Context: an optimization exercise on an open-source flow, tuned for small area and a short achievable clock period. The choices shown serve that exercise and are no tape-out recipe.
Function was checked by simulation only, so behaviour that the tests miss may differ from the original.
Power figures rest on the tool's default switching activity, not on a simulated workload.

<file path="flow/config.mk">
export PLATFORM = sky130hd
export DESIGN_NAME = spi_wrapper
export DESIGN_NICKNAME = spi_wrapper
export VERILOG_FILES = /design/flow/design.v
export SDC_FILE = /design/flow/constraint.sdc
export NUM_CORES = 4
export LEC_CHECK = 0
export CAP_MARGIN = 20
export CORE_MARGIN = 2
export CORE_UTILIZATION = 72
export CTS_CLUSTER_DIAMETER = 60
export CTS_CLUSTER_SIZE = 30
export SETUP_SLACK_MARGIN = 3.0
export SLEW_MARGIN = 20
</file>
<file path="flow/constraint.sdc">
create_clock -name core_clock -period 5.5 [get_ports {clk}]
set_input_delay 1.1000 -clock core_clock [delete_from_list [all_inputs] [get_ports {clk}]]
set_output_delay 1.1000 -clock core_clock [all_outputs]
set_load 0.01 [all_outputs]
</file>
<file path="flow/design.v">
`default_nettype none
package spi_wrapper_pkg;
  typedef logic [2:0] spi_state_t;
  typedef logic [1:0] spi_cmd_t;
  localparam logic [2:0] IDLE      = 3'b000;
  localparam logic [2:0] CHK_CMD   = 3'b001;
  localparam logic [2:0] WRITE     = 3'b010;
  localparam logic [2:0] READ_ADD  = 3'b011;
  localparam logic [2:0] READ_DATA = 3'b100;
  localparam logic [1:0] c_CMD_WR_ADDR = 2'b00;
  localparam logic [1:0] c_CMD_WR_DATA = 2'b01;
  localparam logic [1:0] c_CMD_RD_ADDR = 2'b10;
  localparam logic [1:0] c_CMD_RD_DATA = 2'b11;
  localparam int c_FRAME_BITS = 10;
endpackage
`default_nettype wire
`default_nettype none
module spi_slave
(
  input  logic       clk,
  input  logic       rst_n,
  input  logic       MOSI,
  input  logic       SS_n,
  input  logic [7:0] rd_byte_i,    
  output logic [9:0] frame_o,
  output logic       rx_valid_o,
  output logic       MISO
);
  logic [3:0] state_q;
  logic       rd_frame_q;
  logic [9:0] shift_q;
  logic       rx_valid_q;
  logic       rd_addr_stored_q;
  logic [3:0] tx_left_q;         
  logic       miso_q;
  logic       w_last_bit;
  logic       w_tx_load;
  localparam logic [3:0] S_IDLE = 4'd0;
  localparam logic [3:0] S_CHK  = 4'd1;
  localparam logic [3:0] S_LAST = 4'd11;    
  localparam logic [3:0] S_DONE = 4'd12;
  assign w_last_bit = (state_q == S_LAST);
  assign w_tx_load  = rx_valid_q && (shift_q[9:8] == spi_wrapper_pkg::c_CMD_RD_DATA);
  always_ff @(posedge clk) begin
    shift_q <= {shift_q[8:0], MOSI};
    if (state_q == S_CHK) rd_frame_q <= MOSI;
  end
  always_ff @(posedge clk or negedge rst_n) begin
    if (!rst_n) begin
      state_q          <= S_IDLE;
      rx_valid_q       <= 1'b0;
      rd_addr_stored_q <= 1'b0;
    end else begin
      rx_valid_q <= !SS_n && w_last_bit;
      if (SS_n)                  state_q <= S_IDLE;
      else if (state_q != S_DONE) state_q <= state_q + 4'd1;
      if (!SS_n && w_last_bit && rd_frame_q) rd_addr_stored_q <= !rd_addr_stored_q;
    end
  end
  always_ff @(posedge clk or negedge rst_n) begin
    if (!rst_n) begin
      tx_left_q <= '0;
      miso_q    <= 1'b0;
    end else begin
      miso_q <= !SS_n && (tx_left_q != 4'd0) && rd_byte_i[3'(tx_left_q - 4'd1)];
      if (w_tx_load)                    tx_left_q <= 4'd8;
      else if (SS_n)                    tx_left_q <= '0;
      else if (tx_left_q != 4'd0)       tx_left_q <= tx_left_q - 4'd1;
    end
  end
  assign frame_o    = shift_q;
  assign rx_valid_o = rx_valid_q;
  assign MISO       = miso_q;
endmodule
`default_nettype wire
`default_nettype none
module spi_ram
(
  input  logic       clk,
  input  logic       rst_n,
  input  logic [9:0] frame_i,
  input  logic       rx_valid_i,
  output logic [7:0] rd_byte_o
);
  localparam int L  = 12;
  localparam int NT = 22;
  logic [7:0] ring_q [NT-1][L];
  logic [7:0] ring4_q [4];
  logic [3:0] phase_q;         
  logic [8:0] wr_loc_q;        
  logic       wr_loc_set_q;    
  logic [7:0] wr_data_q;
  logic       wr_pend_q;
  logic       wr_hit_q;        
  logic [3:0] rd_idx_q;        
  logic [5:0] rd_hi_q;         
  logic [3:0] rd_lo_q;         
  logic [7:0] rd_byte_q;
  logic cmd_wa, cmd_wd, cmd_ra;
  logic [8:0] w_loc;
  logic [3:0] w_phase_nx;
  logic [8:0] w_wr_loc_nx;
  logic       w_wr_pend_nx;
  logic       w_cap;
  logic       w_same;
  logic [7:0] w_head;
  logic [NT-1:0] w_wr_ring;
  logic [5:0] w_new_hi;
  logic [3:0] w_new_lo;
  function automatic logic [8:0] loc_of(input logic [7:0] a);
    logic [5:0] hi;
    hi = a[7:2] - 6'd42;
    if (a[7:2] < 6'd42) loc_of = {a[7:3], 1'b0, a[2:0]};
    else                loc_of = {hi[4:0], 2'b10, a[1:0]};
  endfunction
  function automatic logic at_head(input logic [4:0] rng, input logic [3:0] idx, input logic [3:0] ph);
    at_head = (idx[1:0] == ph[1:0]) && (rng == 5'd21 || idx[3:2] == ph[3:2]);
  endfunction
  assign cmd_wa = rx_valid_i && (frame_i[9:8] == spi_wrapper_pkg::c_CMD_WR_ADDR);
  assign cmd_wd = rx_valid_i && (frame_i[9:8] == spi_wrapper_pkg::c_CMD_WR_DATA);
  assign cmd_ra = rx_valid_i && (frame_i[9:8] == spi_wrapper_pkg::c_CMD_RD_ADDR);
  assign w_loc  = loc_of(frame_i[7:0]);
  assign w_phase_nx = (phase_q == 4'd11) ? 4'd0 : phase_q + 4'd1;
  always_ff @(posedge clk) phase_q <= w_phase_nx;
  always_comb begin
    w_wr_loc_nx = wr_loc_q;
    if (cmd_wa) w_wr_loc_nx = w_loc;
    else if (cmd_wd && !wr_loc_set_q) w_wr_loc_nx = '0;
  end
  assign w_wr_pend_nx = cmd_wd || (wr_pend_q && !wr_hit_q);
  always_ff @(posedge clk) begin
    wr_loc_q  <= w_wr_loc_nx;
    wr_pend_q <= w_wr_pend_nx;
    wr_hit_q  <= w_wr_pend_nx && at_head(w_wr_loc_nx[8:4], w_wr_loc_nx[3:0], w_phase_nx);
    if (rx_valid_i) wr_data_q <= frame_i[7:0];
  end
  for (genvar t = 0; t < NT; t++) begin : g_dec
    assign w_wr_ring[t] = (wr_loc_q[8:4] == 5'(t));
  end
  for (genvar t = 0; t < NT - 1; t++) begin : g_ring
    always_ff @(posedge clk) begin
      for (int i = 0; i < L - 1; i++) ring_q[t][i] <= ring_q[t][i+1];
      ring_q[t][L-1] <= (wr_hit_q && w_wr_ring[t]) ? wr_data_q : ring_q[t][0];
    end
  end
  always_ff @(posedge clk) begin
    for (int i = 0; i < 3; i++) ring4_q[i] <= ring4_q[i+1];
    ring4_q[3] <= (wr_hit_q && w_wr_ring[NT-1]) ? wr_data_q : ring4_q[0];
  end
  for (genvar h = 0; h < 6; h++) begin : g_hi
    assign w_new_hi[h] = (w_loc[8:6] == 3'(h));
  end
  for (genvar l = 0; l < 4; l++) begin : g_lo
    assign w_new_lo[l] = (w_loc[5:4] == 2'(l));
  end
  always_ff @(posedge clk or negedge rst_n) begin
    if (!rst_n) begin
      wr_loc_set_q <= 1'b0;
      rd_idx_q     <= '0;
      rd_hi_q      <= 6'b000001;
      rd_lo_q      <= 4'b0001;
    end else begin
      if (cmd_wa || cmd_wd) wr_loc_set_q <= 1'b1;
      if (cmd_ra) begin
        rd_idx_q <= w_loc[3:0];
        rd_hi_q  <= w_new_hi;
        rd_lo_q  <= w_new_lo;
      end
    end
  end
  always_comb begin
    logic [7:0] grp;
    w_head = '0;
    for (int h = 0; h < 6; h++) begin
      grp = '0;
      for (int l = 0; l < 4; l++) begin
        if (4 * h + l < NT - 1)       grp |= rd_lo_q[l] ? ring_q[4*h+l][0] : 8'd0;
        else if (4 * h + l == NT - 1) grp |= rd_lo_q[l] ? ring4_q[0] : 8'd0;
      end
      w_head |= rd_hi_q[h] ? grp : 8'd0;
    end
  end
  assign w_cap  = (rd_idx_q[1:0] == phase_q[1:0]) &&
                  ((rd_hi_q[5] && rd_lo_q[1]) || rd_idx_q[3:2] == phase_q[3:2]);
  assign w_same = wr_hit_q && rd_hi_q[wr_loc_q[8:6]] && rd_lo_q[wr_loc_q[5:4]];
  always_ff @(posedge clk) begin
    if (w_cap) rd_byte_q <= w_same ? wr_data_q : w_head;
  end
  assign rd_byte_o = rd_byte_q;
endmodule
`default_nettype wire
`default_nettype none
module spi_wrapper
(
  input  logic clk,
  input  logic rst_n,
  input  logic MOSI,
  output logic MISO,
  input  logic SS_n
);
  logic [9:0] frame;
  logic       rx_valid;
  logic [7:0] rd_byte;
  spi_slave SPI_INSATNCE (
    .clk        (clk),
    .rst_n      (rst_n),
    .MOSI       (MOSI),
    .SS_n       (SS_n),
    .rd_byte_i  (rd_byte),
    .frame_o    (frame),
    .rx_valid_o (rx_valid),
    .MISO       (MISO)
  );
  spi_ram RAM_INSTANCE (
    .clk        (clk),
    .rst_n      (rst_n),
    .frame_i    (frame),
    .rx_valid_i (rx_valid),
    .rd_byte_o  (rd_byte)
  );
endmodule
`default_nettype wire
</file>
<file path="flow/run.sh">
#!/bin/bash
# synth_recipe.tcl (not shown) runs the flow's synth.tcl, then flattens the netlist and writes it again
# the make line also repeats each setting of config.mk as NAME=value (left out here)
make -C /OpenROAD-flow-scripts/flow DESIGN_CONFIG=/design/flow/config.mk WORK_HOME=/design/flow/orfs CLKGATE_MAP_FILE= SYNTH_SCRIPT=/design/flow/synth_recipe.tcl finish
</file>
==> impl_metrics.ini, run 1 <==
[status]
status = finished clean

[final_layout]
register_area_mm2 = 0.0426
fin_cells = 3645
area_growth_pct = 7.18
final_nets = 2769
drive_above_1_share_pct = 9.97
final_area_mm2 = 0.0507
fillers = 3334
multi_input_area_mm2 = 0.00438

[worst_setup_path]
cp_slowest_cell = dfrtp_1
path_cells = dlygate4sd2_1
critPathLaunch = SPI_INSATNCE.miso_q
ff2ff_setup_slack_ns = 3.12
crit_path_end_kind = output pin
cp.arrival_ns = 1.35
cp_data_required_time_ns = 4.40
worstSetupPathType = flip-flop to output pin
reg2reg_depth = 5
critical_path.top_delay_family = flip-flops
r2r-end = RAM_INSTANCE.rd_byte_q[3]
max_stage_delay_ns = 0.40
crit_buf_inv = 1
cp-start-kind = flip-flop
regToRegStartpoint = RAM_INSTANCE.rd_lo_q[1]
endpoint = MISO
crit_fanout = 1
cp.depth = 1

[synth]
synthArstFlopShare_pct = 1.18
synth_warnings = 4
yosysTopAreaCell = dfxtp_1
netlist_instances = 2717
synthTopCellsByCount = dfxtp_1 (2,073), mux2_2 (144), a22oi_1 (107)
synth_top_area_share_pct = 87.8
ys.flop_type = dfxtp_1
syn_nets = 2727
ys_types = 52
yosysMostFrequentCell = dfxtp_1
yosys_register_bits = 2114
synth.avg_cell_area_um2 = 17.4
synth_enable_flop_cells = 16
yosysSeqAreaShare_pct = 90.1
synth_area_leaders = dfxtp_1 (88%), mux2_2 (3.4%), a22oi_1 (1.7%), dfrtp_1 (1.2%), mux2_1 (1.0%)
syn_area_mm2 = 0.0473

[die]
io-pin-count = 5
core_mm2 = 0.0647
rows = 93
die_y_um = 260
start_util_pct = 73.1
dieWidth_um = 260
dieArea_mm2 = 0.0677

[clocking]
htreeDepth = 3
path_clk_slew_ns = 0.11
cts_sinks = 2114
cts_made_buffers = 83
root_buffer = clkbuf_16
cts_tree = yes
clkLatencyLatePin_ns = 0.68
clk_path_buf_depth = 3

[power_and_ir_drop]
clock_power_share_pct = 32.1
pwr-share-seq_pct = 67.3
p_int_mw = 18.4
switching_share_pct = 19.7
p_leak_nw = 20.5
power.density_mw_per_mm2 = 451
irDropWorstVdd_mv = 0.347
pwr-share-comb_pct = 0.6
p_switching_mw = 4.49

[drt]
routed_wirelength_mm = 79.4
drc = 0
first_pass_iters = 5
post_drt_wl_per_cell_um = 21.8
via_per_inst = 5.08
postRouteAntennaNets = 0
drtIter0Drc = 1143
vias = 18507

[sta]
hold_violations = 0
fmax_mhz = 408
fin_worst_skew_ns = 0.0321
layout_setup_ws_ns = 3.05
tightest_slew_ns = 1.09
setup_viol = 0
max_slew_margin_pct = 27.3
fin_tns_setup_ns = 0
whs_ns = 0.322
rsz0062_at_grt = no
drv_slew = 0
finalCriticalPeriod_ns = 2.45
finalCritPeriodShare_pct = 44.6

[grt]
antenna_found_initial = 1
grt_pass1_wl_mm = 119
grt_use_total_pct = 24.1
grt_pass1_vias = 19091
grt_max_degree = 50
grt_remaining_overflow = 0

[placement]
place_area_mm2 = 0.0483
dp_cells = 3529
dp_slack_ns = 2.79
port_buffers = 4
dp.final_hpwl_mm = 48.0
gp_congestion = 0.884

[min_path]
hold_path_class = flip-flop to flip-flop

[run]
max-cap-violations = 0
metrics by stage:
stage / util (%) / power, mW
CTS: 78.3 / 23.0
finish: 78.3 / 22.8
global placement: 74.6 / 15.8
detailed placement: 74.6 / 15.9
floorplan: - / 15.8
global route: 78.3 / 23.5
state kept, by name (all words and copies together), names as in the netlist:
| signal | cells |
|---|---|
| SPI_INSATNCE.rx_valid_q | 1 |
| RAM_INSTANCE.rd_idx_q | 4 |
| RAM_INSTANCE.wr_data_q | 8 |
| RAM_INSTANCE.rd_lo_q | 4 |
| RAM_INSTANCE.wr_pend_q | 1 |
| RAM_INSTANCE.rd_hi_q | 6 |
| RAM_INSTANCE.rd_byte_q | 8 |
| SPI_INSATNCE.shift_q | 10 |
| RAM_INSTANCE.ring_q | 2016 |
| RAM_INSTANCE.ring4_q | 32 |
| SPI_INSATNCE.miso_q | 1 |
| RAM_INSTANCE.wr_hit_q | 1 |
| SPI_INSATNCE.tx_left_q | 4 |
| RAM_INSTANCE.wr_loc_q | 9 |
| RAM_INSTANCE.phase_q | 4 |
| SPI_INSATNCE.state_q | 4 |
| RAM_INSTANCE.wr_loc_set_q | 1 |
worst reg2reg max path, cell delays in order, from the launching register on:
cell and delay, ns:
dfrtp_4 0.63, buf_6 0.32, mux4_2 0.31, nand2_1 0.07
nor2_2 0.39, mux2_1 0.40
repair_timing:
action	CTS	global route
buffers inserted	0	0
gates resized for setup	3	3
endpoints found under the setup margin	17	12
hold buffers	0	0
routing by layer:
metal / part of all wire (%) / track usage (%) / wire length, um
met4: 3.3 / 8.48 / 2640
met5: 0 / 0 / 0
met3: 3.8 / 3.69 / 3040
met1: 47 / 34.3 / 37200
met2: 46 / 38.1 / 36500
layout make-up:
cell class	instances	share of cell area, %
flip-flops and latches	2114	84.1
multi-input cells	528	8.65
clock buffers	99	4.36
well taps	855	2.11
clock inverters	14	0.351
repair buffers	18	0.291
inverters	14	0.104
diodes	3	0.0148
cell families (layout without fill, tap and decap cells):
logic type	after synthesis	in the layout	synth area share, %
buffers and inverters	75	145	0.609
AND/OR/NAND/NOR	151	151	1.56
AO/OA/AOI/OAI	167	167	2.63
XOR/XNOR	10	10	0.185
flip-flops	2114	2114	90.1
other	0	3	0
adder cells (fa/ha/maj)	6	6	0.159
multiplexers	194	194	4.71
how the worst min path moves through the flow:
stage | startpoint | end | slack [ns] | depth (start not counted)
detailed placement | RAM_INSTANCE.ring_q[1][1] | RAM_INSTANCE.ring_q[0][1] | 0.31 | 0
global placement | RAM_INSTANCE.ring_q[115][1] | RAM_INSTANCE.ring_q[114][1] | 0.31 | 0
global route | RAM_INSTANCE.ring_q[209][5] | RAM_INSTANCE.ring_q[208][5] | 0.33 | 0
CTS | RAM_INSTANCE.ring_q[77][4] | RAM_INSTANCE.ring_q[76][4] | 0.32 | 0
floorplan | RAM_INSTANCE.ring4_q[1][0] | RAM_INSTANCE.ring4_q[0][0] | 0.31 | 0
finish | RAM_INSTANCE.ring_q[161][7] | RAM_INSTANCE.ring_q[160][7] | 0.32 | 0
power groups by stage:
stage               clock network, mW  logic, mW  registers [mW]
finish                           7.32      0.140            15.4
global route                     7.95      0.148            15.4
CTS                              7.44      0.139            15.4
detailed placement                  0      0.129            15.7
global placement                    0      0.117            15.7
floorplan                           0     0.0999            15.7
cells in the final DEF, fill, tap and decap left out, types with 5 or more instances in the layout:
cell and count:
buf_4 13, nand2b_1 5, xor2_1 5, xnor2_1 5
ha_1 6, a22oi_1 107, clkbuf_16 86, nor2b_1 6
o21ai_0 13, nor3_1 10, nand2_1 75, o211ai_1 5
dfxtp_1 2073, clkbuf_1 12, dfrtp_1 21, edfxtp_1 16
o31ai_1 5, nor2_1 14, a22o_1 15, a21oi_1 6
mux2_1 43, nand3_1 12, mux2_2 144, inv_1 14
==> run 2: changes to the inputs <==
--- a/flow/config.mk
+++ b/flow/config.mk
@@ -11,4 +11,4 @@
 export CTS_CLUSTER_DIAMETER = 60
 export CTS_CLUSTER_SIZE = 30
-export SETUP_SLACK_MARGIN = 3.0
+export SETUP_SLACK_MARGIN = 3.3
 export SLEW_MARGIN = 20
==> run 2 against run 1 <==
Sequential power about the same. Global-route usage about the same. Wire length increased by 0.34%. First-iteration DRC count increased by 10%. Power about the same. Synthesized cell count unchanged. Sequential share of layout area decreased by 0.27 points. Hold slack got worse by 0.00062 ns. Area after synthesis unchanged. Sequential cell count unchanged. Cell count increased by 0.22%. Critical endpoint unchanged. Largest cell class unchanged. Largest power group unchanged.
==> impl_metrics.ini, run 2 <==
[clocking]
cts_tree = yes
clk_path_buf_depth = 3
path_clk_slew_ns = 0.11
htreeDepth = 3
cts_made_buffers = 83
cts_sinks = 2114
cts_hold_buffers = 0
root_buffer = clkbuf_16
clkLatencyLatePin_ns = 0.67

[die]
rows = 93
dieArea_mm2 = 0.0677
core_mm2 = 0.0647
start_util_pct = 73.1
die_y_um = 260
dieWidth_um = 260
io-pin-count = 5

[synth]
synth_warnings = 4
synth_xor_area_share_pct = 0.185
yosysMostFrequentCell = dfxtp_1
ys_types = 52
synth_top_area_share_pct = 87.8
synth_compound_area_share_pct = 2.63
synthAdderAreaFrac_pct = 0.159
yosysSeqAreaShare_pct = 90.1
yosysTopAreaCell = dfxtp_1
synth.area.mux_share_pct = 4.71
ys.flop_type = dfxtp_1
synth_enable_flop_cells = 16
synth.avg_cell_area_um2 = 17.4
syn_nets = 2727
synth_area_leaders = dfxtp_1 (88%), mux2_2 (3.4%), a22oi_1 (1.7%), dfrtp_1 (1.2%), mux2_1 (1.0%)
yosys_register_bits = 2114
synth_simple_gate_area_share_pct = 1.56
synth_top_family_by_area = multiplexers
netlist_instances = 2717
syn_area_mm2 = 0.0473
synthArstFlopShare_pct = 1.18
synthTopCellsByCount = dfxtp_1 (2,073), mux2_2 (144), a22oi_1 (107)

[sta]
tightest_slew_ns = 0.970
whs_ns = 0.322
finalCriticalPeriod_ns = 2.31
hold_violations = 0
fin_tns_setup_ns = 0
fmax_mhz = 434
rsz0062_at_grt = yes
setup_viol = 0
finalCritPeriodShare_pct = 41.9
max_slew_margin_pct = 35.2
drv_slew = 0
fin_worst_skew_ns = 0.0344

[placement]
place_area_mm2 = 0.0483
port_buffers = 4
dp_cells = 3529
gp_congestion = 0.884
dp.final_hpwl_mm = 48.0

[worst_setup_path]
cp_slowest_cell = dfrtp_1
path_cells = buf_2
cp_data_required_time_ns = 4.40
crit_buf_inv = 1
cp.arrival_ns = 1.21
crit_fanout = 1
max_stage_delay_ns = 0.40
cp-start-kind = flip-flop
crit_path_end_kind = output pin
critical_path.top_delay_family = flip-flops
worstSetupPathType = flip-flop to output pin

[final_layout]
drive_above_1_share_pct = 11.2
largest_reg_flops = 2016
regMostFlops = RAM_INSTANCE.ring_q
fin_cells = 3653
fin_util_pct = 78.6
layout_common_cells = dfxtp_1 (2,069), mux2_2 (144), a22oi_1 (102)
layout_commonest_cell = dfxtp_1
final_nets = 2778
final_area_mm2 = 0.0508
area_growth_pct = 7.54
reg_top3 = RAM_INSTANCE.ring_q x2016, RAM_INSTANCE.ring4_q x32, SPI_INSATNCE.shift_q x10

[drt]
routed_wirelength_mm = 79.6
postRouteAntennaNets = 0
post_drt_wl_per_cell_um = 21.8
drc = 0
drtIter0Drc = 1263
first_pass_iters = 8
via_per_inst = 5.07
vias = 18538

[grt]
grt_use_total_pct = 24.1
grt_pass1_wl_mm = 119
grt_max_degree = 50
grt_pass1_vias = 19125
grt_remaining_overflow = 0
antenna_found_initial = 1

[power_and_ir_drop]
irDropWorstVdd_mv = 0.347
power.density_mw_per_mm2 = 449
p_leak_nw = 20.5

[run]
max-cap-violations = 0

[status]
status = finished clean

[min_path]
hold_path_class = flip-flop to flip-flop
==> run 2: changes by cell type in the layout (fill, tap and decap cells not counted), moves of 4 or more <==
cell / previous run / this run
buf_4: 13 / 19
a22oi_1: 107 / 102
a22oi_2: 0 / 5
nand2_1: 75 / 70
nand2_2: 0 / 5
dfxtp_1: 2073 / 2069
dfxtp_2: 0 / 4
==> run 2: final cells by class <==
type	instances	area, um^2
Multi-Input combinational cell	528	4460
Clock buffer	99	2210
Timing Repair Buffer	27	235
Inverter	14	52.6
Fill cell	3308	13900
Sequential cell	2114	42600
Antenna cell	2	5.00
Tap cell	855	1070
Clock inverter	14	178
==> run 2: final timing paths <==
kind / start / end / slack (ns) / depth (start not counted)
max in group asynchronous: rst_n / RAM_INSTANCE.rd_hi_q[0] / 4.33 / 2
setup / recovery: SPI_INSATNCE.miso_q / MISO / 3.19 / 1
min in group asynchronous: rst_n / SPI_INSATNCE.state_q[0] / 0.81 / 2
hold / removal: RAM_INSTANCE.ring_q[161][7] / RAM_INSTANCE.ring_q[160][7] / 0.32 / 0
setup reg to reg: RAM_INSTANCE.wr_hit_q / RAM_INSTANCE.ring_q[107][5] / 3.34 / 4
hold reg to reg: RAM_INSTANCE.ring_q[161][7] / RAM_INSTANCE.ring_q[160][7] / 0.32 / 0
==> run 2: logic make-up after synthesis <==
group / after synthesis
AO/OA/AOI/OAI: 167
flip-flops: 2114
adder cells (fa/ha/maj): 6
buffers and inverters: 75
XOR/XNOR: 10
AND/OR/NAND/NOR: 151
multiplexers: 194
==> run 2: layer usage <==
layer	vias up	part of all wire [%]	GRT usage [%]
met3	145	3.8	3.57
met1	9115	47	34.4
met5	-	0	0
met2	401	46	38.2
met4	0	3.5	8.62
li1	8877	-	-
==> run 2: power by group <==
part	switching, mW	internal (mW)
Clock	4.38	2.95
Sequential	0.0338	15.3
Combinational	0.0861	0.0559
==> run 2: per-stage QoR <==
step | total power [mW] | setup WS (ns)
after floorplan | 15.8 | 3.38
after global placement | 15.8 | 2.89
after detailed placement | 15.9 | 2.79
after CTS | 23.0 | 3.16
after global routing | 23.5 | 3.16
final | 22.8 | 3.19
==> run 2: repair_timing <==
item                                   in CTS  in global routing
gates resized for setup                    16                 24
buffers inserted                            3                  6
setup endpoints to repair                  46                 79
cloned                                      0                  0
endpoints found under the hold margin       0                  0
pin swaps                                   0                  0
==> run 3: changes to the inputs <==
--- a/flow/config.mk
+++ b/flow/config.mk
@@ -9,6 +9,6 @@
 export CORE_MARGIN = 2
 export CORE_UTILIZATION = 72
-export CTS_CLUSTER_DIAMETER = 60
-export CTS_CLUSTER_SIZE = 30
+export CTS_CLUSTER_DIAMETER = 50
+export CTS_CLUSTER_SIZE = 25
 export SETUP_SLACK_MARGIN = 3.3
 export SLEW_MARGIN = 20
==> run 3 against run 2 <==
Still clean on timing, DRC and antenna. Sequential power hardly changed. Count of clock-buffer cells in the layout is 30 higher. Non-clock buffer count is 2 lower. Cell area is 3.3% higher. Critical endpoint unchanged.
==> impl_metrics.ini, run 3 <==
[sta]
finalCriticalPeriod_ns = 2.32
finalCritPeriodShare_pct = 42.2
fin_tns_setup_ns = 0
max_slew_margin_pct = 33.8
whs_ns = 0.320
drv_slew = 0
rsz0062_at_grt = yes
tightest_slew_ns = 0.990
setup_viol = 0
fin_worst_skew_ns = 0.0221
fmax_mhz = 431
hold_violations = 0

[drt]
via_per_inst = 5.11
first_pass_iters = 6
routed_wirelength_mm = 84.8
vias = 19157
drtIter0Drc = 1350
drc = 0
post_drt_wl_per_cell_um = 22.6
postRouteAntennaNets = 0

[placement]
gp_congestion = 0.884
place_area_mm2 = 0.0483
dp.final_hpwl_mm = 48.0
port_buffers = 4

[clocking]
clkLatencyLatePin_ns = 0.70
root_buffer = clkbuf_16
clk_path_buf_depth = 3
cts_made_buffers = 117
path_clk_slew_ns = 0.10
htreeDepth = 3
cts_tree = yes
cts_sinks = 2114

[final_layout]
largest_reg_flops = 2016
reg_top3 = RAM_INSTANCE.ring_q x2016, RAM_INSTANCE.ring4_q x32, SPI_INSATNCE.shift_q x10
final_area_mm2 = 0.0525
drive_above_1_share_pct = 14.1
layout_common_cells = dfxtp_1 (2,071), mux2_2 (144), clkbuf_16 (119)
area_growth_pct = 11.1
layout_commonest_cell = dfxtp_1
regMostFlops = RAM_INSTANCE.ring_q
final_nets = 2810

[worst_setup_path]
cp_data_required_time_ns = 4.40
cp-start-kind = flip-flop
crit_path_end_kind = output pin
max_stage_delay_ns = 0.39
ff2ff_setup_slack_ns = 3.27
cp.depth = 1
regToRegStartpoint = SPI_INSATNCE.shift_q[6]
critPathLaunch = SPI_INSATNCE.miso_q
critical_path.top_delay_family = flip-flops
crit_fanout = 1
endpoint = MISO
crit_buf_inv = 1
worstSetupPathType = flip-flop to output pin
cp.arrival_ns = 1.22
cp_slowest_cell = dfrtp_1
r2r-end = RAM_INSTANCE.wr_hit_q
reg2reg_depth = 5
path_cells = buf_2

[grt]
grt_remaining_overflow = 0
grt_pass1_vias = 20160
grt_pass1_wl_mm = 127
grt_use_total_pct = 25.7
antenna_found_initial = 0
grt_max_degree = 50

[die]
die_y_um = 260
io-pin-count = 5
core_mm2 = 0.0647
start_util_pct = 73.1
rows = 93
dieArea_mm2 = 0.0677
dieWidth_um = 260

[synth]
synth_enable_flop_cells = 16
netlist_instances = 2717
syn_area_mm2 = 0.0473
yosys_register_bits = 2114
synth_top_area_share_pct = 87.8
synth_area_leaders = dfxtp_1 (88%), mux2_2 (3.4%), a22oi_1 (1.7%), dfrtp_1 (1.2%), mux2_1 (1.0%)
syn_nets = 2727
ys_types = 52
yosysTopAreaCell = dfxtp_1
synth_warnings = 4
yosysSeqAreaShare_pct = 90.1
synthTopCellsByCount = dfxtp_1 (2,073), mux2_2 (144), a22oi_1 (107)
ys.flop_type = dfxtp_1
synth.avg_cell_area_um2 = 17.4
synthArstFlopShare_pct = 1.18
yosysMostFrequentCell = dfxtp_1

[run]
max-cap-violations = 0

[min_path]
hold_path_class = flip-flop to flip-flop
min-delay-start = RAM_INSTANCE.ring_q[140][6]
hold_depth = 0

[power_and_ir_drop]
total_power_mw = 25.4
power.density_mw_per_mm2 = 483
p_leak_nw = 21.3
irDropWorstVdd_mv = 0.357

[status]
status = finished clean
## run 3: cells by family (layout without fill, tap and decap cells)
group | Yosys count | count (layout) | synth area share, %
flip-flops | 2114 | 2114 | 90.1
multiplexers | 194 | 194 | 4.71
AO/OA/AOI/OAI | 167 | 167 | 2.63
AND/OR/NAND/NOR | 151 | 151 | 1.56
buffers and inverters | 75 | 248 | 0.609
XOR/XNOR | 10 | 10 | 0.185
adder cells (fa/ha/maj) | 6 | 6 | 0.159
other | 0 | 2 | 0
## run 3: how the worst min path moves through the flow
stage / end / slack, ns
6_report: RAM_INSTANCE.ring_q[139][6] / 0.32
5_1_grt: RAM_INSTANCE.ring_q[6][5] / 0.31
4_1_cts: RAM_INSTANCE.ring_q[34][5] / 0.31
3_5_place_dp: RAM_INSTANCE.ring_q[0][1] / 0.31
3_3_place_gp: RAM_INSTANCE.ring_q[114][1] / 0.31
2_1_floorplan: RAM_INSTANCE.ring4_q[0][0] / 0.31
## run 3: layer usage
layer / vias up / share of wire, % / GRT usage (%) / routed length, um
met5: - / 0 / 0 / 0
met4: 0 / 3.2 / 8.44 / 2720
met3: 158 / 4.2 / 3.86 / 3580
met2: 519 / 48 / 41.8 / 40400
met1: 9464 / 45 / 35.9 / 38100
li1: 9016 / - / - / -
## run 3: timing repair
| item | in CTS | in global routing |
|---|---|---|
| pin swaps | 0 | 1 |
| endpoints found under the hold margin | 0 | 0 |
| hold buffers | 0 | 0 |
| setup endpoints to repair | 44 | 78 |
| setup buffers | 2 | 5 |
| resized for setup | 16 | 22 |
## run 3: report_power, final
part           total (mW)  switching [mW]  leakage (nW)  internal, mW
logic               0.155          0.0970          2.17        0.0583
registers            15.4          0.0355          17.2          15.3
clock network        9.84            5.16          1.96          4.68
## run 3: layout make-up
cell class                      count  area, um^2
Multi-Input combinational cell    528        4450
Sequential cell                  2114       42600
Fill cell                        3003       12200
Inverter                           14        52.6
Antenna cell                        2        5.00
Timing Repair Buffer               25         233
Clock buffer                      129        3040
Clock inverter                     80        1030
Tap cell                          855        1070
## run 3: per-stage QoR
| stage | cells | setup WS (ns) | util [%] |
|---|---|---|---|
| floorplan | 2717 | 3.38 | - |
| global placement | 3529 | 2.89 | 74.6 |
| detailed placement | 3529 | 2.79 | 74.6 |
| CTS | 3740 | 3.15 | 80.9 |
| global route | 3745 | 3.14 | 81.1 |
| finish | 3747 | 3.18 | 81.1 |
==> run 4: changes to the inputs <==
--- a/flow/config.mk
+++ b/flow/config.mk
@@ -6,9 +6,10 @@
 export NUM_CORES = 4
 export LEC_CHECK = 0
+export ABC_AREA = 1
 export CAP_MARGIN = 20
 export CORE_MARGIN = 2
 export CORE_UTILIZATION = 72
-export CTS_CLUSTER_DIAMETER = 50
-export CTS_CLUSTER_SIZE = 25
+export CTS_CLUSTER_DIAMETER = 55
+export CTS_CLUSTER_SIZE = 28
 export SETUP_SLACK_MARGIN = 3.3
 export SLEW_MARGIN = 20
==> run 4 against run 3 <==
Still clean on timing, DRC and antenna. Wire length increased by 4.1%. Cell area decreased by 2.7%. Sequential cell count unchanged. Via count increased by 8.9%. Power decreased by 5.7%. Register-to-register slack improved by 0.06 ns. Hold slack got worse by 0.0038 ns. Non-clock buffer count decreased by 2. Clock power decreased by 15%. Maximum frequency decreased by 1.9%. Area after synthesis decreased by 0.52%. Highest routed layer is now met5.
==> impl_metrics.ini, run 4 <==
[status]
status = finished clean

[synth]
ys.flop_type = dfxtp_1
synth_top_area_share_pct = 88.3
yosysTopAreaCell = dfxtp_1
yosysMostFrequentCell = dfxtp_1
synth_xor_area_share_pct = 0.168
yosysSeqAreaShare_pct = 90.6
synth_compound_area_share_pct = 3.67
synth_top_family_by_area = simple AND/OR/NAND/NOR gates
synth.area.mux_share_pct = 0
ys_types = 41
synth.avg_cell_area_um2 = 15.5
synth_warnings = 4
synthAdderAreaFrac_pct = 0.160
yosys_register_bits = 2114
synth_enable_flop_cells = 16
syn_area_mm2 = 0.0470
netlist_instances = 3040
synth_simple_gate_area_share_pct = 4.28
synthArstFlopShare_pct = 1.18
syn_nets = 3050
synthTopCellsByCount = dfxtp_1 (2,073), nand2_1 (375), o21ai_0 (213)
synth_area_leaders = dfxtp_1 (88%), nand2_1 (3.0%), o21ai_0 (2.3%), dfrtp_1 (1.2%), edfxtp_1 (1.0%)

[grt]
grt_use_total_pct = 26.7
grt_max_degree = 34
grt_remaining_overflow = 0
grt_pass1_vias = 21608
grt_pass1_wl_mm = 133
antenna_found_initial = 4

[sta]
fin_tns_setup_ns = 0
fin_worst_skew_ns = 0.0306
max_slew_margin_pct = 43.4
drv_slew = 0
rsz0062_at_grt = yes
setup_viol = 0
tightest_slew_ns = 0.842
fmax_mhz = 423
finalCriticalPeriod_ns = 2.36
finalCritPeriodShare_pct = 43.0
hold_violations = 0

[clocking]
cts_tree = yes
root_buffer = clkbuf_16
clkLatencyLatePin_ns = 0.69
clk_path_buf_depth = 3
htreeDepth = 3
path_clk_slew_ns = 0.11
cts_hold_buffers = 0
cts_made_buffers = 96
cts_sinks = 2114

[die]
dieWidth_um = 260
rows = 93
core_mm2 = 0.0645
dieArea_mm2 = 0.0674
start_util_pct = 72.9
die_y_um = 260
io-pin-count = 5

[worst_setup_path]
crit_fanout = 1
crit_path_end_kind = output pin
worstSetupPathType = flip-flop to output pin
cp-start-kind = flip-flop
cp.depth = 1
path_cells = buf_2
cp_slowest_cell = dfrtp_1
cp.arrival_ns = 1.26
reg2reg_depth = 8
max_stage_delay_ns = 0.43
crit_buf_inv = 1
cp_data_required_time_ns = 4.40
critical_path.top_delay_family = flip-flops

[final_layout]
drive_above_1_share_pct = 6.11
regMostFlops = RAM_INSTANCE.ring_q
final_nets = 3105
final_area_mm2 = 0.0511
multi_input_area_mm2 = 0.00394
layout_common_cells = dfxtp_1 (2,073), nand2_1 (368), o21ai_0 (204)
area_growth_pct = 8.64
register_area_mm2 = 0.0426
reg_top3 = RAM_INSTANCE.ring_q x2016, RAM_INSTANCE.ring4_q x32, SPI_INSATNCE.shift_q x10
largest_reg_flops = 2016
layout_commonest_cell = dfxtp_1
diodes = 0
fin_cells = 3997
fillers = 3151

[placement]
dp.final_hpwl_mm = 49.2
dp_cells = 3848
gp_congestion = 0.863
place_area_mm2 = 0.0480
port_buffers = 4

[power_and_ir_drop]
irDropWorstVdd_mv = 0.375
p_leak_nw = 20.3
power.density_mw_per_mm2 = 468

[drt]
postRouteAntennaNets = 0
drtIter0Drc = 1744
post_drt_wl_per_cell_um = 22.1
routed_wirelength_mm = 88.2
drc = 0
via_per_inst = 5.22
vias = 20855
first_pass_iters = 5

[min_path]
hold_depth = 0
hold_path_class = flip-flop to flip-flop

[run]
max-cap-violations = 0
==> run 4: changes by cell type after synthesis, sizes merged, moves of 25 or more <==
| cell | before | now |
|---|---|---|
| inv | 14 | 60 |
| nand2 | 75 | 377 |
| a22o | 15 | 40 |
| a22oi | 107 | 7 |
| o21ai | 14 | 215 |
| mux2 | 187 | 0 |
| nand3 | 12 | 44 |
==> run 4: metal layers <==
metal / global-route usage [%] / vias up / part of all wire (%)
met4: 9.99 / 2 / 3.8
met1: 36.3 / 10237 / 43
met5: 0 / - / 0.0079
li1: - / 9720 / -
met3: 4.65 / 221 / 5.4
met2: 43.5 / 675 / 48
==> run 4: timing repair <==
item / in CTS / in global routing
setup endpoints to repair: 33 / 63
resized for setup: 18 / 15
buffers inserted: 0 / 4
pin swaps: 0 / 1
==> run 4: power breakdown <==
part	switching, mW	internal, mW	total, mW
clock	4.82	3.55	8.36
combinational	0.125	0.0565	0.182
sequential	0.0342	15.3	15.4
total	4.98	18.9	23.9
==> run 4: layout make-up <==
| type | instances | area share [%] |
|---|---|---|
| clock buffers | 103 | 4.83 |
| clock inverters | 42 | 1.08 |
| inverters | 64 | 0.478 |
| multi-input cells | 796 | 7.71 |
| flip-flops and latches | 2114 | 83.4 |
| well taps | 855 | 2.09 |
| repair buffers | 23 | 0.394 |
==> run 4: through the flow <==
step / util [%] / setup slack [ns] / hold slack [ns] / power (mW)
floorplan: - / 3.80 / 0.310 / 15.8
global placement: 74.4 / 3.03 / 0.310 / 15.9
detailed placement: 74.4 / 2.95 / 0.312 / 15.9
CTS: 79.1 / 3.09 / 0.315 / 24.0
global route: 79.2 / 3.11 / 0.311 / 24.5
finish: 79.2 / 3.14 / 0.316 / 23.9
==> run 4: worst paths after layout <==
kind | from | endpoint | slack, ns
worst min register to register | RAM_INSTANCE.ring_q[109][3] | RAM_INSTANCE.ring_q[108][3] | 0.32
worst min-delay path | RAM_INSTANCE.ring_q[109][3] | RAM_INSTANCE.ring_q[108][3] | 0.32
min in group asynchronous | rst_n | RAM_INSTANCE.rd_lo_q[3] | 0.84
worst max register to register | RAM_INSTANCE.rd_lo_q[3] | RAM_INSTANCE.rd_byte_q[7] | 3.33
worst max-delay path | SPI_INSATNCE.miso_q | MISO | 3.14
max in group asynchronous | rst_n | RAM_INSTANCE.rd_hi_q[0] | 4.30
==> run 4: cells by family after synthesis <==
family	count (synthesis)
buf+inv	130
fa+ha+maj	6
xor+xnor	9
simple gates	486
flops	2114
compound gates	295
==> run 5: changes to the inputs <==
--- a/flow/config.mk
+++ b/flow/config.mk
@@ -6,10 +6,10 @@
 export NUM_CORES = 4
 export LEC_CHECK = 0
-export ABC_AREA = 1
 export CAP_MARGIN = 20
 export CORE_MARGIN = 2
-export CORE_UTILIZATION = 72
-export CTS_CLUSTER_DIAMETER = 55
-export CTS_CLUSTER_SIZE = 28
+export CORE_UTILIZATION = 60
+export CTS_CLUSTER_DIAMETER = 60
+export CTS_CLUSTER_SIZE = 30
+export PLACE_DENSITY = 0.85
 export SETUP_SLACK_MARGIN = 3.3
 export SLEW_MARGIN = 20
==> run 5 against run 4 <==
Largest cell class unchanged. Setup slack improved by 0.024 ns. Synthesized cell count fell by 11%. Cell count is 4.0% lower. Clock power fell by 7.9%. Die area grew 20%. Critical path depth is 2 higher. Power is 2.9% lower. Still clean on timing, DRC and antenna. Global-route usage decreased by 6.2 points. Area after synthesis grew 0.52%. Utilization fell by 13 points. Sequential power about the same. Critical path type is now flip-flop to flip-flop. Largest power group unchanged. Sequential share of layout area fell by 0.23 points.
==> impl_metrics.ini, run 5 <==
[final_layout]
layout_commonest_cell = dfxtp_1
fillers = 4625
reg_top3 = RAM_INSTANCE.ring_q x2016, RAM_INSTANCE.ring4_q x32, SPI_INSATNCE.shift_q x10
multi_input_area_mm2 = 0.00449
final_nets = 2774
largest_reg_flops = 2016
register_area_mm2 = 0.0426
diodes = 0
area_growth_pct = 8.39
layout_common_cells = dfxtp_1 (2,068), mux2_2 (144), a22oi_1 (93)
drive_above_1_share_pct = 11.6
regMostFlops = RAM_INSTANCE.ring_q

[clocking]
root_buffer = clkbuf_16
htreeDepth = 3
cts_sinks = 2114
clkLatencyLatePin_ns = 0.68
cts_made_buffers = 86
clk_path_buf_depth = 3
path_clk_slew_ns = 0.11
cts_hold_buffers = 0
cts_tree = yes

[min_path]
hold_path_class = flip-flop to flip-flop

[synth]
yosysSeqAreaShare_pct = 90.1
yosysMostFrequentCell = dfxtp_1
synth_area_leaders = dfxtp_1 (88%), mux2_2 (3.4%), a22oi_1 (1.7%), dfrtp_1 (1.2%), mux2_1 (1.0%)
yosysTopAreaCell = dfxtp_1
synth_enable_flop_cells = 16
synthArstFlopShare_pct = 1.18
synth_top_area_share_pct = 87.8
yosys_register_bits = 2114
ys.flop_type = dfxtp_1
synthTopCellsByCount = dfxtp_1 (2,073), mux2_2 (144), a22oi_1 (107)
syn_area_mm2 = 0.0473
netlist_instances = 2717
synth.avg_cell_area_um2 = 17.4
synth_warnings = 4
ys_types = 52
syn_nets = 2727

[placement]
dp.final_hpwl_mm = 49.2
gp_congestion = 0.958
port_buffers = 4

[grt]
antenna_found_initial = 3
grt_use_total_pct = 20.5
grt_pass1_vias = 19707
grt_remaining_overflow = 0
grt_max_degree = 52
grt_pass1_wl_mm = 123

[die]
io-pin-count = 5
core_mm2 = 0.0777
dieWidth_um = 285
dieArea_mm2 = 0.0810
die_y_um = 285
start_util_pct = 60.8
rows = 102

[sta]
fin_worst_skew_ns = 0.0351
fin_tns_setup_ns = 0
finalCritPeriodShare_pct = 42.5
whs_ns = 0.305
rsz0062_at_grt = yes
hold_violations = 0
finalCriticalPeriod_ns = 2.34
setup_viol = 0
tightest_slew_ns = 1.03
fmax_mhz = 427
max_slew_margin_pct = 31.2
drv_slew = 0

[worst_setup_path]
cp_data_required_time_ns = 6.06
worstSetupPathType = flip-flop to flip-flop
cp.arrival_ns = 2.90
crit_path_end_kind = flip-flop
crit_fanout = 11
cp-start-kind = flip-flop

[drt]
drc = 0
post_drt_wl_per_cell_um = 21.9
drtIter0Drc = 1558
via_per_inst = 4.96
first_pass_iters = 12
routed_wirelength_mm = 84.0
postRouteAntennaNets = 0
vias = 19036

[power_and_ir_drop]
p_leak_nw = 20.6
irDropWorstVdd_mv = 0.323
power.density_mw_per_mm2 = 453
total_power_mw = 23.2

[status]
status = finished clean

[run]
max-cap-violations = 0
run 5: changes by cell type after synthesis, sizes merged, moves of 7 or more:
| cell | before | now |
|---|---|---|
| a22o | 40 | 15 |
| a22oi | 7 | 107 |
| buf | 25 | 4 |
| clkbuf | 41 | 57 |
| inv | 60 | 14 |
| mux2 | 0 | 187 |
| nand2 | 377 | 75 |
| nand3 | 44 | 12 |
| nand4 | 26 | 2 |
| nor2 | 31 | 15 |
| nor2b | 0 | 7 |
| o21ai | 215 | 14 |
| o22ai | 11 | 1 |
run 5: final timing paths:
path                                              from                     endpoint  slack, ns  cells past startpoint
hold reg to reg            RAM_INSTANCE.ring_q[162][4]  RAM_INSTANCE.ring_q[161][4]       0.30                      0
min in group asynchronous                        rst_n          SPI_INSATNCE.miso_q       0.43                      1
setup / recovery              RAM_INSTANCE.wr_loc_q[5]  RAM_INSTANCE.ring_q[191][5]       3.16                      3
hold / removal             RAM_INSTANCE.ring_q[162][4]  RAM_INSTANCE.ring_q[161][4]       0.30                      0
setup reg to reg              RAM_INSTANCE.wr_loc_q[5]  RAM_INSTANCE.ring_q[191][5]       3.16                      3
max in group asynchronous                        rst_n      SPI_INSATNCE.rx_valid_q       4.62                      1
run 5: logic make-up after synthesis:
logic type,after synthesis,synth area share (%)
buf+inv,75,0.609
xor+xnor,10,0.185
mux,194,4.71
compound gates,167,2.63
flops,2114,90.1
simple gates,151,1.56
fa+ha+maj,6,0.159
run 5: timing repair:
item	CTS	global route
gates resized for setup	26	16
setup buffers	2	2
endpoints found under the setup margin	36	103
pin swaps	0	2
run 5: power breakdown:
part | leakage (nW) | internal, mW | switching [mW] | total (mW)
registers | 17.2 | 15.3 | 0.0320 | 15.4
logic | 2.13 | 0.0550 | 0.0804 | 0.135
clock network | 1.27 | 3.16 | 4.54 | 7.70
total | 20.6 | 18.6 | 4.65 | 23.2
run 5: area by class of cell:
cell class	instances	area share, %
clock buffers	97	4.43
clock inverters	26	0.657
inverters	14	0.103
multi-input cells	528	8.77
flip-flops and latches	2114	83.2
well taps	1040	2.54
repair buffers	20	0.322
run 5: routing by layer:
| metal | global-route usage [%] | routed length [um] |
|---|---|---|
| met1 | 27.3 | 36200 |
| met2 | 33.5 | 39700 |
| met3 | 3.30 | 4360 |
| met4 | 8.61 | 3720 |
| met5 | 0 | 13 |
run 5: per-stage QoR:
stage                     util, %  setup WS [ns]  instances  cell area [um^2]
after floorplan                 -           3.38       2717             47300
final                        65.9           3.16       3839             51200
after CTS                    65.8           3.19       3837             51200
after global routing         65.9           3.16       3839             51200
after global placement       62.4           2.93       3712             48500
after detailed placement     62.4           2.99       3712             48500
run 5: worst max-delay path, cell delays in order (launching register included):
cell and delay [ns]:
dfxtp_1 0.63, nand4_1 0.30, nor2_1 0.86, mux2_2 0.44
==> run 6: changes to the inputs <==
--- a/flow/design.v
+++ b/flow/design.v
@@ -103,5 +103,5 @@
   logic       w_wr_pend_nx;
   logic       w_cap;
-  logic       w_same;
+  logic [3:0] w_idx_p1;
   logic [7:0] w_head;
   logic [NT-1:0] w_wr_ring;
@@ -154,8 +154,9 @@
     assign w_new_lo[l] = (w_loc[5:4] == 2'(l));
   end
+  assign w_idx_p1 = (w_loc[3:0] == 4'd11) ? 4'd0 : w_loc[3:0] + 4'd1;
   always_ff @(posedge clk or negedge rst_n) begin
     if (!rst_n) begin
       wr_loc_set_q <= 1'b0;
-      rd_idx_q     <= '0;
+      rd_idx_q     <= 4'd1;
       rd_hi_q      <= 6'b000001;
       rd_lo_q      <= 4'b0001;
@@ -163,5 +164,5 @@
       if (cmd_wa || cmd_wd) wr_loc_set_q <= 1'b1;
       if (cmd_ra) begin
-        rd_idx_q <= w_loc[3:0];
+        rd_idx_q <= w_idx_p1;
         rd_hi_q  <= w_new_hi;
         rd_lo_q  <= w_new_lo;
@@ -175,15 +176,14 @@
       grp = '0;
       for (int l = 0; l < 4; l++) begin
-        if (4 * h + l < NT - 1)       grp |= rd_lo_q[l] ? ring_q[4*h+l][0] : 8'd0;
-        else if (4 * h + l == NT - 1) grp |= rd_lo_q[l] ? ring4_q[0] : 8'd0;
+        if (4 * h + l < NT - 1)       grp |= rd_lo_q[l] ? ring_q[4*h+l][L-1] : 8'd0;
+        else if (4 * h + l == NT - 1) grp |= rd_lo_q[l] ? ring4_q[3] : 8'd0;
       end
       w_head |= rd_hi_q[h] ? grp : 8'd0;
     end
   end
-  assign w_cap  = (rd_idx_q[1:0] == phase_q[1:0]) &&
-                  ((rd_hi_q[5] && rd_lo_q[1]) || rd_idx_q[3:2] == phase_q[3:2]);
-  assign w_same = wr_hit_q && rd_hi_q[wr_loc_q[8:6]] && rd_lo_q[wr_loc_q[5:4]];
-  always_ff @(posedge clk) begin
-    if (w_cap) rd_byte_q <= w_same ? wr_data_q : w_head;
+  assign w_cap = (rd_idx_q[1:0] == phase_q[1:0]) &&
+                 ((rd_hi_q[5] && rd_lo_q[1]) || rd_idx_q[3:2] == phase_q[3:2]);
+  always_ff @(posedge clk) begin
+    if (w_cap) rd_byte_q <= w_head;
   end
   assign rd_byte_o = rd_byte_q;
--- a/flow/config.mk
+++ b/flow/config.mk
@@ -8,8 +8,7 @@
 export CAP_MARGIN = 20
 export CORE_MARGIN = 2
-export CORE_UTILIZATION = 60
-export CTS_CLUSTER_DIAMETER = 60
-export CTS_CLUSTER_SIZE = 30
-export PLACE_DENSITY = 0.85
+export CORE_UTILIZATION = 72
+export CTS_CLUSTER_DIAMETER = 55
+export CTS_CLUSTER_SIZE = 28
 export SETUP_SLACK_MARGIN = 3.3
 export SLEW_MARGIN = 20
==> run 6 against run 5 <==
Still clean. Clock skew increased by 0.00063 ns. Cell area grew 0.11%. Die area is 17% lower. Largest cell class unchanged. Highest routed layer unchanged.
==> impl_metrics.ini, run 6 <==
[worst_setup_path]
cp_data_required_time_ns = 4.40
cp_slowest_cell = dfrtp_1
worstSetupPathType = flip-flop to output pin
max_stage_delay_ns = 0.42
crit_path_end_kind = output pin
reg2reg_depth = 4
regToRegStartpoint = RAM_INSTANCE.wr_loc_q[7]
cp-start-kind = flip-flop
path_cells = buf_2
ff2ff_setup_slack_ns = 3.31
crit_buf_inv = 1
critPathLaunch = SPI_INSATNCE.miso_q
crit_fanout = 1
cp.arrival_ns = 1.25
r2r-end = RAM_INSTANCE.ring_q[227][2]
critical_path.top_delay_family = flip-flops

[sta]
fin_tns_setup_ns = 0
rsz0062_at_grt = yes
finalCriticalPeriod_ns = 2.35
setup_viol = 0
finalCritPeriodShare_pct = 42.7
hold_violations = 0
fin_worst_skew_ns = 0.0358
tightest_slew_ns = 0.912
drv_slew = 0
fmax_mhz = 426
max_slew_margin_pct = 39.0

[synth]
synthArstFlopShare_pct = 1.18
ys.flop_type = dfxtp_1
synth_enable_flop_cells = 16
synthTopCellsByCount = dfxtp_1 (2,073), mux2_2 (177), a22oi_1 (105)
syn_nets = 2722
synth.avg_cell_area_um2 = 17.4
synth_top_area_share_pct = 88.0
yosysTopAreaCell = dfxtp_1
yosysSeqAreaShare_pct = 90.3
ys_types = 54
netlist_instances = 2711
synth_area_leaders = dfxtp_1 (88%), mux2_2 (4.2%), a22oi_1 (1.7%), dfrtp_1 (1.2%), edfxtp_1 (1.0%)
syn_area_mm2 = 0.0472
synth_warnings = 4
yosysMostFrequentCell = dfxtp_1
yosys_register_bits = 2114

[clocking]
cts_made_buffers = 96
cts_sinks = 2114
clkLatencyLatePin_ns = 0.68
htreeDepth = 3
clk_path_buf_depth = 3
cts_hold_buffers = 0
cts_tree = yes
root_buffer = clkbuf_16
path_clk_slew_ns = 0.11

[drt]
post_drt_wl_per_cell_um = 23.2
first_pass_iters = 5
routed_wirelength_mm = 85.2
drtIter0Drc = 1275
vias = 18886
postRouteAntennaNets = 0
via_per_inst = 5.14
drc = 0

[die]
dieWidth_um = 260
die_y_um = 260
start_util_pct = 73.0
rows = 93
io-pin-count = 5
dieArea_mm2 = 0.0676
core_mm2 = 0.0646

[final_layout]
area_growth_pct = 8.74
layout_commonest_cell = dfxtp_1
drive_above_1_share_pct = 12.8
reg_top3 = RAM_INSTANCE.ring_q x2016, RAM_INSTANCE.ring4_q x32, SPI_INSATNCE.shift_q x10
fin_cells = 3675
final_nets = 2783
regMostFlops = RAM_INSTANCE.ring_q
largest_reg_flops = 2016
layout_common_cells = dfxtp_1 (2,069), mux2_2 (177), a22oi_1 (105)

[grt]
grt_use_total_pct = 25.9
grt_remaining_overflow = 0
grt_pass1_wl_mm = 126
grt_pass1_vias = 19946
grt_max_degree = 50
antenna_found_initial = 14

[power_and_ir_drop]
power.density_mw_per_mm2 = 468
irDropWorstVdd_mv = 0.381
p_leak_nw = 20.7

[placement]
dp_cells = 3525
dp.final_hpwl_mm = 48.1
port_buffers = 4
gp_congestion = 0.871

[min_path]
hold_depth = 0
min-delay-start = RAM_INSTANCE.ring_q[82][1]
hold_path_class = flip-flop to flip-flop
whs_endpoint = RAM_INSTANCE.ring_q[81][1]

[status]
status = finished clean

[run]
max-cap-violations = 0
==> run 6: changes by cell type in the layout (fill, tap and decap cells not counted), sizes merged, moves of 3 or more <==
cell,before,now
clkbuf,97,109
mux2,187,177
inv,24,31
a21o,0,5
a21oi,6,10
clkinv,13,9
nand2,75,71
diode,0,3
nand3,12,15
nor2b,7,4
o21ai,14,11
==> run 6: per-stage QoR <==
| step | setup slack, ns | hold WS (ns) | util, % | power [mW] | instance area (um^2) |
|---|---|---|---|---|---|
| 4_1_cts | 3.13 | 0.304 | 79.3 | 24.1 | 51200 |
| 3_3_place_gp | 3.16 | 0.309 | 74.6 | 15.9 | 48200 |
| 3_5_place_dp | 3.08 | 0.312 | 74.6 | 16.0 | 48200 |
| 2_1_floorplan | 3.52 | 0.310 | - | 15.9 | 47200 |
| 5_1_grt | 3.12 | 0.306 | 79.4 | 24.6 | 51300 |
| 6_report | 3.15 | 0.300 | 79.4 | 24.0 | 51300 |
==> run 6: routing by layer <==
layer | share of wire [%] | track usage [%] | vias up
met1 | 44 | 34.9 | 9362
met4 | 4.0 | 10.1 | 4
li1 | - | - | 8901
met2 | 47 | 41.7 | 422
met3 | 4.8 | 5.28 | 197
met5 | 0.031 | 0 | -
==> run 6: power by group <==
group          total, mW  internal, mW  switching [mW]  leakage [nW]
registers           15.4          15.4          0.0546          17.2
logic              0.169        0.0643           0.105          2.08
clock network       8.39          3.63            4.76          1.47
total               24.0          19.1            4.92          20.7
==> run 6: cells by family (layout without fill, tap and decap cells) <==
group,count (synthesis),in the layout,share of synthesized area (%)
buffers and inverters,71,177,0.576
XOR/XNOR,13,13,0.241
multiplexers,181,181,4.36
adder cells (fa/ha/maj),7,7,0.186
AND/OR/NAND/NOR,150,150,1.54
flip-flops,2114,2114,90.3
other,0,3,0
AO/OA/AOI/OAI,175,175,2.76
==> run 6: worst max-delay path by stage <==
stage | to | depth (start not counted) | slack [ns]
2_1_floorplan | RAM_INSTANCE.wr_hit_q | 5 | 3.52
3_3_place_gp | RAM_INSTANCE.wr_hit_q | 5 | 3.16
3_5_place_dp | SPI_INSATNCE.rx_valid_q | 2 | 3.08
4_1_cts | MISO | 1 | 3.13
5_1_grt | MISO | 1 | 3.12
6_report | MISO | 1 | 3.15
==> run 6: layout make-up <==
class / instances / area, um^2
diodes: 3 / 7.51
inverters: 12 / 45.0
clock buffers: 109 / 2520
fillers: 3040 / 13300
flip-flops and latches: 2114 / 42600
clock inverters: 34 / 519
well taps: 855 / 1070
repair buffers: 22 / 170
multi-input cells: 526 / 4340
==> run 6: what timing repair did <==
item | CTS | global route
buffers inserted | 0 | 4
setup endpoints to repair | 18 | 77
resized for setup | 9 | 12
==> run 6: worst reg2reg max path, cell delays in order (launching register included) <==
cell and delay, ns:
dfxtp_1 0.44, nor2_1 0.30, and3_1 0.25, nand3b_1 0.56, mux2_2 0.54
==> run 7: changes to the inputs <==
--- a/flow/config.mk
+++ b/flow/config.mk
@@ -9,6 +9,6 @@
 export CORE_MARGIN = 2
 export CORE_UTILIZATION = 72
-export CTS_CLUSTER_DIAMETER = 55
-export CTS_CLUSTER_SIZE = 28
+export CTS_CLUSTER_DIAMETER = 60
+export CTS_CLUSTER_SIZE = 30
 export SETUP_SLACK_MARGIN = 3.3
 export SLEW_MARGIN = 20
==> run 7 against run 6 <==
Utilization fell by 0.99 points. Sequential cell count did not move. Maximum frequency rose by 0.66%. Count of clock-buffer cells in the layout fell by 15. Critical path depth did not move. Wire length fell by 3.6%. Sequential share of layout area rose by 1.0 points. Still clean on timing, DRC and antenna. Power fell by 4.1%. Area after synthesis did not move. Clock power fell by 12%. Global-route usage fell by 0.91 points. Register-to-register slack improved by 0.04 ns.
==> impl_metrics.ini, run 7 <==
[die]
start_util_pct = 73.0
dieArea_mm2 = 0.0676
io-pin-count = 5
rows = 93
core_mm2 = 0.0646
die_y_um = 260
dieWidth_um = 260

[synth]
synth_enable_flop_cells = 16
yosysMostFrequentCell = dfxtp_1
netlist_instances = 2711
synth.avg_cell_area_um2 = 17.4
syn_area_mm2 = 0.0472
yosysSeqAreaShare_pct = 90.3
synth_top_area_share_pct = 88.0
ys_types = 54
syn_nets = 2722
synthTopCellsByCount = dfxtp_1 (2,073), mux2_2 (177), a22oi_1 (105)
synth_warnings = 4
yosys_register_bits = 2114
synth_area_leaders = dfxtp_1 (88%), mux2_2 (4.2%), a22oi_1 (1.7%), dfrtp_1 (1.2%), edfxtp_1 (1.0%)
ys.flop_type = dfxtp_1
synthArstFlopShare_pct = 1.18
yosysTopAreaCell = dfxtp_1

[drt]
postRouteAntennaNets = 0
routed_wirelength_mm = 82.2
vias = 18688
drtIter0Drc = 1218
via_per_inst = 5.13
drc = 0
first_pass_iters = 7
post_drt_wl_per_cell_um = 22.6

[worst_setup_path]
crit_buf_inv = 1
cp.arrival_ns = 1.23
cp_slowest_cell = dfrtp_1
path_cells = buf_2
crit_fanout = 1
regToRegStartpoint = RAM_INSTANCE.wr_hit_q
critical_path.top_delay_family = flip-flops
cp-start-kind = flip-flop
worstSetupPathType = flip-flop to output pin
crit_path_end_kind = output pin
cp_data_required_time_ns = 4.40
critPathLaunch = SPI_INSATNCE.miso_q
max_stage_delay_ns = 0.41

[final_layout]
largest_reg_flops = 2016
diodes = 0
layout_common_cells = dfxtp_1 (2,069), mux2_2 (177), a22oi_1 (105)
layout_commonest_cell = dfxtp_1
drive_above_1_share_pct = 11.9
regMostFlops = RAM_INSTANCE.ring_q
reg_top3 = RAM_INSTANCE.ring_q x2016, RAM_INSTANCE.ring4_q x32, SPI_INSATNCE.shift_q x10
final_nets = 2772
area_growth_pct = 7.39

[sta]
tightest_slew_ns = 1.02
fin_tns_setup_ns = 0
max_slew_margin_pct = 31.8
setup_viol = 0
hold_violations = 0
finalCritPeriodShare_pct = 42.4
finalCriticalPeriod_ns = 2.33
fmax_mhz = 429
rsz0062_at_grt = yes
drv_slew = 0
fin_worst_skew_ns = 0.0380

[clocking]
clk_path_buf_depth = 3
cts_hold_buffers = 0
cts_tree = yes
cts_sinks = 2114
cts_made_buffers = 84
path_clk_slew_ns = 0.11
root_buffer = clkbuf_16
htreeDepth = 3
clkLatencyLatePin_ns = 0.67

[grt]
grt_remaining_overflow = 0
grt_max_degree = 50
grt_pass1_vias = 19351
grt_pass1_wl_mm = 123
antenna_found_initial = 13
grt_use_total_pct = 25.0

[power_and_ir_drop]
p_leak_nw = 20.4
irDropWorstVdd_mv = 0.362
total_power_mw = 23.0
power.density_mw_per_mm2 = 455

[run]
max-cap-violations = 0

[min_path]
hold_path_class = flip-flop to flip-flop
min-delay-start = RAM_INSTANCE.ring_q[17][0]

[placement]
gp_congestion = 0.871
dp.final_hpwl_mm = 48.1
port_buffers = 4

[status]
status = finished clean
==> run 7: final cells by class <==
cell class / instances / area, um^2
clock inverter: 17 / 214
timing repair buffer: 23 / 178
inverter: 12 / 45.0
multi-input combinational: 526 / 4330
fill: 3181 / 13900
clock buffer: 94 / 2200
sequential: 2114 / 42600
tap: 855 / 1070
==> run 7: worst paths after layout <==
check | end | slack [ns] | cells after the start
setup / recovery | MISO | 3.17 | 1
hold / removal | RAM_INSTANCE.ring_q[16][0] | 0.31 | 0
setup reg to reg | RAM_INSTANCE.ring_q[11][5] | 3.35 | 4
hold reg to reg | RAM_INSTANCE.ring_q[16][0] | 0.31 | 0
max in group asynchronous | RAM_INSTANCE.rd_lo_q[0] | 4.27 | 2
min in group asynchronous | RAM_INSTANCE.rd_hi_q[4] | 0.87 | 2
==> run 7: report_power, final <==
group	switching, mW	leakage, nW	internal (mW)
Combinational	0.102	2.06	0.0640
Clock	4.45	1.18	2.96
Sequential	0.0542	17.2	15.4
Total	4.60	20.4	18.4
==> run 7: layer usage <==
| layer | share of wire (%) | vias up | GRT usage, % |
|---|---|---|---|
| li1 | - | 8861 | - |
| met2 | 47 | 415 | 39.9 |
| met4 | 3.1 | 0 | 8.29 |
| met5 | 0 | - | 0 |
| met1 | 46 | 9264 | 35.9 |
| met3 | 4.0 | 148 | 3.31 |
==> run 7: logic make-up (layout without fill, tap and decap cells) <==
kind of cell / count (synthesis) / count (layout) / synth area share [%]
compound gates: 175 / 175 / 2.76
xor+xnor: 13 / 13 / 0.241
fa+ha+maj: 7 / 7 / 0.186
buf+inv: 71 / 146 / 0.576
flops: 2114 / 2114 / 90.3
mux: 181 / 181 / 4.36
simple gates: 150 / 150 / 1.54
==> run 7: repair_timing <==
action | CTS | global route
resized for setup | 10 | 9
pin swaps | 0 | 0
endpoints found under the setup margin | 19 | 71
buffers inserted | 0 | 5
cloned | 0 | 0
==> run 7: through the flow <==
stage          setup slack [ns]  hold slack (ns)  instances  utilization (%)  cell area, um^2
3_5_place_dp               3.08            0.312       3525             74.6            48200
2_1_floorplan              3.52            0.310       2711                -            47200
3_3_place_gp               3.16            0.309       3525             74.6            48200
6_report                   3.17            0.310       3641             78.4            50700
4_1_cts                    3.13            0.320       3636             78.3            50600
5_1_grt                    3.13            0.321       3641             78.4            50700

==> separate check: timing with driven ports <==
No port has a modelled driver above. Below, the same layouts with a new extraction and two added sets of constraints. Step 1, drivers: a clkbuf_16 drives clk and a buf_2 each remaining input, both assumed. Step 2 moves the port delays by t, midway between the first and last clock arrival at a register: inputs arrive t later, outputs are due t later. That takes back most of the time a late clock gives input paths. Three values: no drivers, after step 1, after step 2; two values: the first two.
run	shift t [ns]	setup slack, ns	pins driven straight from the clock port
run 1	0.726	3.049 / 2.984 / 2.912	1
run 2	0.724	3.193 / 3.128 / 2.905	1
run 3	0.750	3.180 / 3.114 / 2.919	1
run 4	0.742	3.136 / 3.067 / 2.746	1
run 5	0.732	3.160 / 3.147 / 3.160	1
run 6	0.730	3.151 / 3.085 / 2.944	1
run 7	0.720	3.166 / 3.099 / 2.942	1
After both steps setup and hold are still met in every run listed. The setup slack of run 4, which loses most, moves by -0.069 ns with the drivers and by -0.390 ns with both steps.
